Source: an optimization exercise on an open RTL-to-GDS flow (aim: small area). Production flows keep margins and buffers that such runs may drop. In this exercise RTL edits were held to simulation tests only and were not proved equivalent to the original. No activity file was given, so power comes from the tool's default toggle rates.

==> flow/design.v <==
module muldiv_unit_mq #(
  parameter int XLEN       = 32,
  parameter int HART_ID_W  = 1,
  parameter int REG_ADDR_W = 5,
  parameter int DW         = 17,           
  parameter int NDIG       = 34 / DW,
  parameter int TW         = (NDIG > 1) ? $clog2(NDIG) : 1
) (
  input  logic                  clk,
  input  logic                  rst_n,
  input  logic                  muldiv_start,
  input  logic [2:0]            muldiv_op,
  input  logic [XLEN-1:0]       muldiv_a,
  input  logic [XLEN-1:0]       muldiv_b,
  input  logic [HART_ID_W-1:0]  muldiv_hart_id,
  input  logic [REG_ADDR_W-1:0] muldiv_rd,
  input  logic                  muldiv_kill,
  input  logic [HART_ID_W-1:0]  muldiv_kill_hart_id,
  output logic                  muldiv_busy,
  output logic                  muldiv_done,
  output logic [XLEN-1:0]       muldiv_result,
  output logic [HART_ID_W-1:0]  muldiv_done_hart_id,
  output logic [REG_ADDR_W-1:0] muldiv_done_rd
);
  logic [DW-1:0]         hs [NDIG];   
  logic [34:0]           lr;          
  logic [TW-1:0]         t_q;         
  logic [5:0]            i_q;         
  logic                  done_q;
  logic                  c_q, dly_q, sgn_q, z_q, bz_q;
  logic [HART_ID_W-1:0]  hart_q;
  logic [REG_ADDR_W-1:0] rd_q;
  logic op_div, op_mulh, op_rem, sa, bx;
  assign op_div  = muldiv_op[2];
  assign op_mulh = !muldiv_op[2] && (muldiv_op[1:0] != 2'd0);
  assign op_rem  = muldiv_op[2] && muldiv_op[1];
  assign sa = muldiv_a[31] && (op_div ? !muldiv_op[0] : (muldiv_op[1] ^ muldiv_op[0]));
  assign bx = muldiv_b[31] && (op_div ? !muldiv_op[0] : (muldiv_op[1:0] == 2'd1));
  logic iter, first, p_c, p_k, p_f, t0, tl, fin;
  assign iter  = !i_q[5];
  assign first = (i_q == 6'd0);
  assign p_c   = (i_q == 6'd32);
  assign p_k   = (i_q == 6'd33);
  assign p_f   = (i_q == 6'd34);
  assign t0    = (NDIG == 1) || (t_q == TW'(0));
  assign tl    = (NDIG == 1) || (t_q == TW'(NDIG - 1));
  assign fin   = tl && (op_div ? p_f : (op_mulh ? p_c : (i_q == 6'd31)));
  assign muldiv_busy = muldiv_start && !fin;
  logic [4:0]    a_idx;
  logic [35:0]   bext;
  logic          abit, dbit, hn, en, flip, inv, cin, neg, inc, cout;
  logic [DW-1:0] bdig, hd, xsrc, x, y, s, ldig, zmask;
  assign a_idx = op_mulh ? i_q[4:0] : ~i_q[4:0];
  assign abit  = muldiv_a[a_idx];
  assign dbit  = op_div && (abit ^ sa);
  assign bext  = {{4{bx}}, muldiv_b};
  assign bdig  = (NDIG == 1) ? bext[DW-1:0] : bext[DW*t_q +: DW];
  assign hd    = first ? '0 : hs[0];
  assign hn    = first ? 1'b0 : ((NDIG == 1) ? 1'b0 : hs[(NDIG > 1) ? 1 : 0][0]);
  assign ldig  = lr[DW-1:0];
  assign zmask = (NDIG == 1) ? DW'(34'h0_FFFF_FFFF)
                             : DW'(36'h0_FFFF_FFFF >> (DW * t_q));
  assign neg = (sa ^ bx) && !bz_q;
  assign inc = sa && z_q;
  always_comb begin
    inv  = 1'b0;
    en   = 1'b0;
    flip = 1'b0;
    if (iter) begin
      if (op_mulh)      xsrc = {tl ? hd[DW-1] : hn, hd[DW-1:1]};
      else if (DW == 1) xsrc = t0 ? dbit : dly_q;
      else              xsrc = {hd[DW-2:0], t0 ? dbit : dly_q};
      en   = op_div || abit;
      flip = op_div ? ((first || !sgn_q) ^ bx) : (op_mulh && (i_q == 6'd31) && sa);
    end else if (op_mulh) begin
      xsrc = {tl ? hd[DW-1] : hn, hd[DW-1:1]};
    end else if (p_c) begin
      xsrc = hd;
      en   = sgn_q;
      flip = bx;
    end else if (p_k) begin
      xsrc = hd;
      inv  = 1'b1;
      en   = 1'b1;
      flip = bx;
    end else if (!op_rem) begin
      xsrc = ldig;
      inv  = neg;
    end else begin
      xsrc = hd;
      inv  = !sa;
      en   = !(sa && z_q);
      flip = bx ^ sa;
    end
  end
  assign x   = xsrc ^ {DW{inv}};
  assign y   = en ? (bdig ^ {DW{flip}}) : '0;
  assign cin = t0 ? ((p_f && !op_rem) ? (neg ^ inc) : (en && flip)) : c_q;
  assign {cout, s} = {1'b0, x} + {1'b0, y} + {{DW{1'b0}}, cin};
  logic qwr;
  assign qwr = iter && op_div && tl;
  always_ff @(posedge clk) begin
    for (int j = 0; j < NDIG - 1; j++) hs[j] <= hs[j+1];
    hs[NDIG-1] <= s;
    for (int j = 0; j < 35; j++) lr[j] <= lr[(j + DW) % 35];
    if (qwr) lr[33] <= !s[(34 - 1) % DW];
    c_q    <= cout;
    dly_q  <= hd[DW-1];
    if (qwr) sgn_q <= s[(34 - 1) % DW];
    if (p_k) begin
      z_q  <= (t0 || z_q)  && ((s & zmask) == '0);
      bz_q <= (t0 || bz_q) && ((bdig & zmask) == '0);
    end
    hart_q <= muldiv_hart_id;
    rd_q   <= muldiv_rd;
  end
  always_ff @(posedge clk or negedge rst_n) begin
    if (!rst_n) begin
      t_q    <= '0;
      i_q    <= '0;
      done_q <= 1'b0;
    end else begin
      done_q <= muldiv_start && fin;
      if (!muldiv_start || fin) begin
        t_q <= '0;
        i_q <= '0;
      end else if (tl) begin
        t_q <= '0;
        i_q <= i_q + 6'd1;
      end else begin
        t_q <= t_q + TW'(1);
      end
    end
  end
  logic [NDIG*DW-1:0] hflat;
  always_comb
    for (int j = 0; j < NDIG; j++) hflat[DW*j +: DW] = hs[j];
  assign muldiv_result = hflat[31:0];
  assign muldiv_done         = done_q && !(muldiv_kill && (muldiv_kill_hart_id == hart_q));
  assign muldiv_done_hart_id = hart_q;
  assign muldiv_done_rd      = rd_q;
endmodule
==> flow/run.sh <==
#!/bin/bash
# synth_recipe.tcl (not shown) runs the flow's synth.tcl, then flattens the netlist and writes it again
# the make line also repeats each setting of config.mk as NAME=value (left out here)
make -C /OpenROAD-flow-scripts/flow DESIGN_CONFIG=/design/flow/config.mk WORK_HOME=/design/flow/orfs CLKGATE_MAP_FILE= SYNTH_SCRIPT=/design/flow/synth_recipe.tcl finish
==> flow/config.mk <==
export PLATFORM = sky130hd
export DESIGN_NAME = muldiv_unit_mq
export DESIGN_NICKNAME = muldiv_unit_mq
export VERILOG_FILES = /design/flow/design.v
export SDC_FILE = /design/flow/constraint.sdc
export NUM_CORES = 4
export LEC_CHECK = 0
export CAP_MARGIN = 20
export CORE_MARGIN = 2
export CORE_UTILIZATION = 40
export SLEW_MARGIN = 20
==> flow/constraint.sdc <==
create_clock -name core_clock -period 10.0 [get_ports {clk}]
set_input_delay 2.0000 -clock core_clock [delete_from_list [all_inputs] [get_ports {clk}]]
set_output_delay 2.0000 -clock core_clock [all_outputs]
set_load 0.01 [all_outputs]
==> summary.txt <==
Placed design:
- The number of I/O port buffers is 117.
- The detailed placer's ending HPWL is 11.42 mm.
- The congestion estimate from routability-driven global placement came to 0.8570.
- Counting tap cells, the placed design contains a total of 847 instances.

Power:
- The share of total power in the clock network is 25.1%.
- In this run the power density over the cells is 199.6 mW/mm^2.
- Summed over all cells, the static leakage comes to 2.666 nW.
- Of the total power, the share spent switching nets is 33.17%.
- The portion of total power attributed to sequential cells is 37.9%.
- Cell internal power was estimated by the tool at 0.0009139 W.
- The power spent charging and discharging nets is 0.0004535 W.
- In this run, the combinational gates consume 37.0% of the power.
- The peak supply drop is 0.1003 mV.

Global route:
- The first global-routing pass estimated 23.38 mm of wire.
- In the global route stage, overall resource usage came out at 20.22%.
- The number of antenna violations at the first check in global routing came to 0.
- Entering global routing, the biggest net connects 41 pins.
- The total overflow left after global routing is 0.
- The number of global-route vias before repair came to 4515.

Logic synthesis:
- For this run, the register share of the synthesized area comes to 33.27%.
- Synthesis produced a netlist with a net count of 717.
- The cell area after technology mapping is 0.005505 mm^2.
- In this run, synthesis inferred 3 flip-flops with an integrated enable.
- In the post-synthesis netlist, the biggest area contributors are dfxtp_1, mux2i_1, ha_1.
- The most common cell in the synthesized netlist is dfxtp_1.
- The fraction of post-synthesis cell area in the top cell type by area is 28.00%.
- The number of storage elements in the synthesis netlist is 88.
- By count the netlist is led by dfxtp_1, a21oi_1, nor2_1, nand2_1, mux2i_1.
- Counting distinct cell types in the post-synthesis netlist gives 68.
- The cell count after synthesis is 615.
- The post-synthesis async set-or-reset flop share is 9.091%.
- Among all flip-flop cells after synthesis, the most frequent one is dfxtp_1.
- The synthesized design spends more area on one cell type than any other, namely dfxtp_1.
- Dividing the synthesized area by the synthesized cell count gives 8.952 um^2.
- For this run, the number of Yosys warnings is 2.

Routing:
- The count of TritonRoute iterations in the first routing pass is 4.
- The via-per-instance ratio is 5.454.
- The average routed wire per standard cell is 16.99 um.
- Wires add up to 14.67 mm.
- The first routing iteration left 293 violations.
- The total number of vias is 4707.
- The detail route stage leaves a number of antenna-violating nets equal to 0.
- For this run, design rule violations remaining after detail routing come to 0.

Timing:
- The total count of hold-check failures in the final report is 0.
- The clock arrives with 9.349 ps of skew.
- After routing, the total negative slack on setup checks comes to 0 ps.
- The maximum clock frequency is 118.3 MHz.
- The worst path uses 84.56% of the clock period.
- The normalized max-slew margin is 28.22%.
- The clock period minus worst slack is 8456 ps.
- At the pin with the least slew margin, the transition time is 1073 ps.
- Setup repair after global routing left no endpoint under its margin.
- The number of pins with negative max-slew slack in the final report is 0.
- Setup violations remaining at the end of the flow were counted as 0.

Critical path:
- The endpoint identified for the worst register-to-register timing path is z_q.
- Data arrives at the worst endpoint at 8660 ps.
- The data required time of the worst path is 10200 ps.
- The critical path start-end classification is in2reg.
- The number of cells on the worst reg-to-reg path is 20.
- The critical path ends at z_q.
- STA classifies the critical path endpoint as a register.
- The minimum setup slack among reg-to-reg paths is 3610 ps.
- The largest fanout of any net on the critical path is 26.
- The worst setup path startpoint is muldiv_op[2].
- The source of the worst register-to-register timing path is i_q[0].
- The type of element launching the critical path is an input port.

Die:
- The total number of placement rows is 42.
- The overall die height is 121.3 um.
- The effective utilization at floorplan is 41.24%.
- The number of top-level design ports is 118.
- The width of the die is 121.3 um.
- The floorplan step defined a die boundary enclosing 0.01472 mm^2.
- The area inside the core boundary is 0.01335 mm^2.

Clocking:
- The buffer type at the clock tree root is clkbuf_16.
- The clock net sink count is 88.
- Post-CTS timing repair inserted 0 buffers for setup.
- The later-pin clock latency in the skew report is 330 ps.
- Counting along the longest clock path gives a buffer depth of 2.
- The CTS tree is done.
- In this run the number of H-tree levels came out at 3.
- After clock tree synthesis, the clock-pin slew on the worst setup and hold paths is 70 ps.
- The post-cts hold buffer count is 0.
- The number of clock buffers added by TritonCTS is 9.
- Gates resized during post-CTS repair numbered 0.

Cells and area:
- The post-layout net count is 784.
- The repair_antennas step left the layout with diodes totalling 0.
- The final cell count without fillers is 863.
- The area growth from synthesis to layout is 24.41%.
- The final-layout fill cell count is 1272.
- Of the cells placed in the final design, the portion with a size suffix greater than 1 is 5.968%.

Hold path:
- The worst hold path belongs to the class reg2reg.
- The hold path startpoint is lr[33].

Outcome:
- The run finished with no timing, DRC or antenna violations.

Run:
- Max-cap violations in this run came to 0.
[state kept, by name, summed over array words and instances, names as in the netlist]
signal / flops
lr: 35
hs: 34
i_q: 6
rd_q: 5
bz_q: 1
c_q: 1
dly_q: 1
done_q: 1
hart_q: 1
sgn_q: 1
t_q: 1
z_q: 1
[through the flow]
step	hold slack (ps)	util (%)	setup WS [ps]	area, um^2	total power (W)
4_1_cts	324.1	51.31	1674	6849	0.001375
2_1_floorplan	309.6	-	3183	5505	0.0008533
3_3_place_gp	310.7	49.01	1573	6541	0.001023
5_1_grt	327.7	51.31	1183	6849	0.001444
3_5_place_dp	313.5	49.01	1346	6541	0.001031
6_report	324.0	51.31	1544	6849	0.001367
[power by group through the flow]
stage | Combinational (W) | Clock, W | Sequential [W]
CTS | 0.000507 | 0.000348 | 0.000520
floorplan | 0.000363 | 0 | 0.000490
detailed placement | 0.000504 | 0 | 0.000527
finish | 0.000506 | 0.000343 | 0.000518
global route | 0.000550 | 0.000364 | 0.000530
global placement | 0.000496 | 0 | 0.000527
[cell usage in the layout (no fill, tap or decap), types with 6 or more instances in the layout]
cell and n:
nand3_1 10, nand2_1 47, mux2i_1 35, xor2_1 30, dfxtp_1 77, nor4_1 7
nor2_1 53, nand2b_1 9, clkbuf_16 10, a211oi_1 13, inv_1 15, mux4_2 9
buf_4 7, xnor2_1 22, a21oi_1 54, a22oi_1 6, o21ai_0 23, clkdlybuf4s50_1 117
ha_1 22, and2_1 6, a22o_1 11, dfrtp_1 8
[how the worst min path moves through the flow]
stage,end,slack [ps],depth (start not counted)
2_1_floorplan,hs[0][15],310,0
3_3_place_gp,lr[8],310,0
3_5_place_dp,hs[0][15],310,0
4_1_cts,lr[16],320,0
5_1_grt,lr[4],330,0
6_report,lr[16],320,0
[per-layer routing]
| layer | GRT usage, % | routed length (um) |
|---|---|---|
| met5 | 0 | 0 |
| met4 | 5.460 | 289 |
| met3 | 3.853 | 884 |
| met2 | 33.01 | 6843 |
| met1 | 27.41 | 6647 |
[critical path, cell delays in order]
cell and delay [ps]:
clkdlybuf4s50_1 880, or2_1 790, mux4_2 450, mux2i_4 170, a21oi_1 100, o31ai_2 270, nand4_2 200, o31ai_4 610
nor2_1 160, fa_1 500, fa_1 430, a211oi_1 230, o21bai_1 140, o211ai_1 250, a21o_1 190, a21oi_1 80
or3_1 340, a2111oi_0 570, o2111a_1 280
[cells by family (layout without fill, tap and decap cells)]
logic type | after synthesis | in the layout | share of synthesized area, %
buf+inv | 85 | 157 | 8.727
fa+ha+maj | 24 | 24 | 5.727
compound gates | 159 | 159 | 19.20
mux | 46 | 46 | 10.66
simple gates | 161 | 161 | 14.14
flops | 88 | 88 | 33.27
xor+xnor | 52 | 52 | 8.273
[cell type report]
class                      instances  area [um^2]  area share, %
multi-input combinational        442         3202          46.75
sequential                        88         1832          26.74
timing repair buffer             124         1224          17.87
clock buffer                      12        257.7          3.763
tap                              176        220.2          3.215
inverter                          17        63.81         0.9317
clock inverter                     4        50.05         0.7307

afterwards: timing with drivers on the ports:
Ports are ideal in the flow. The routed layout listed here was re-timed in OpenROAD.
Step 1: set_driving_cell puts a clkbuf_16 on clk and a buf_2 on each other input, an assumption about the parent block.
Step 2 also shifts input and output timing later by t, the mid clock arrival at the registers, as if the neighbouring blocks saw the same clock.
Slacks: no drivers / after step 1 / after step 2; pairs: no drivers / after step 1.
shift t [ns]: 0.361
setup WS [ns]: 1.544 / 1.555 / 1.194
latest minus earliest clock arrival (ns): 0.010 / 0.010
pins driven straight from the clock port: 1
After both steps setup and hold are still met in this run. For this run, drivers alone change the setup slack by +0.011 ns; drivers and shift together by -0.350 ns.
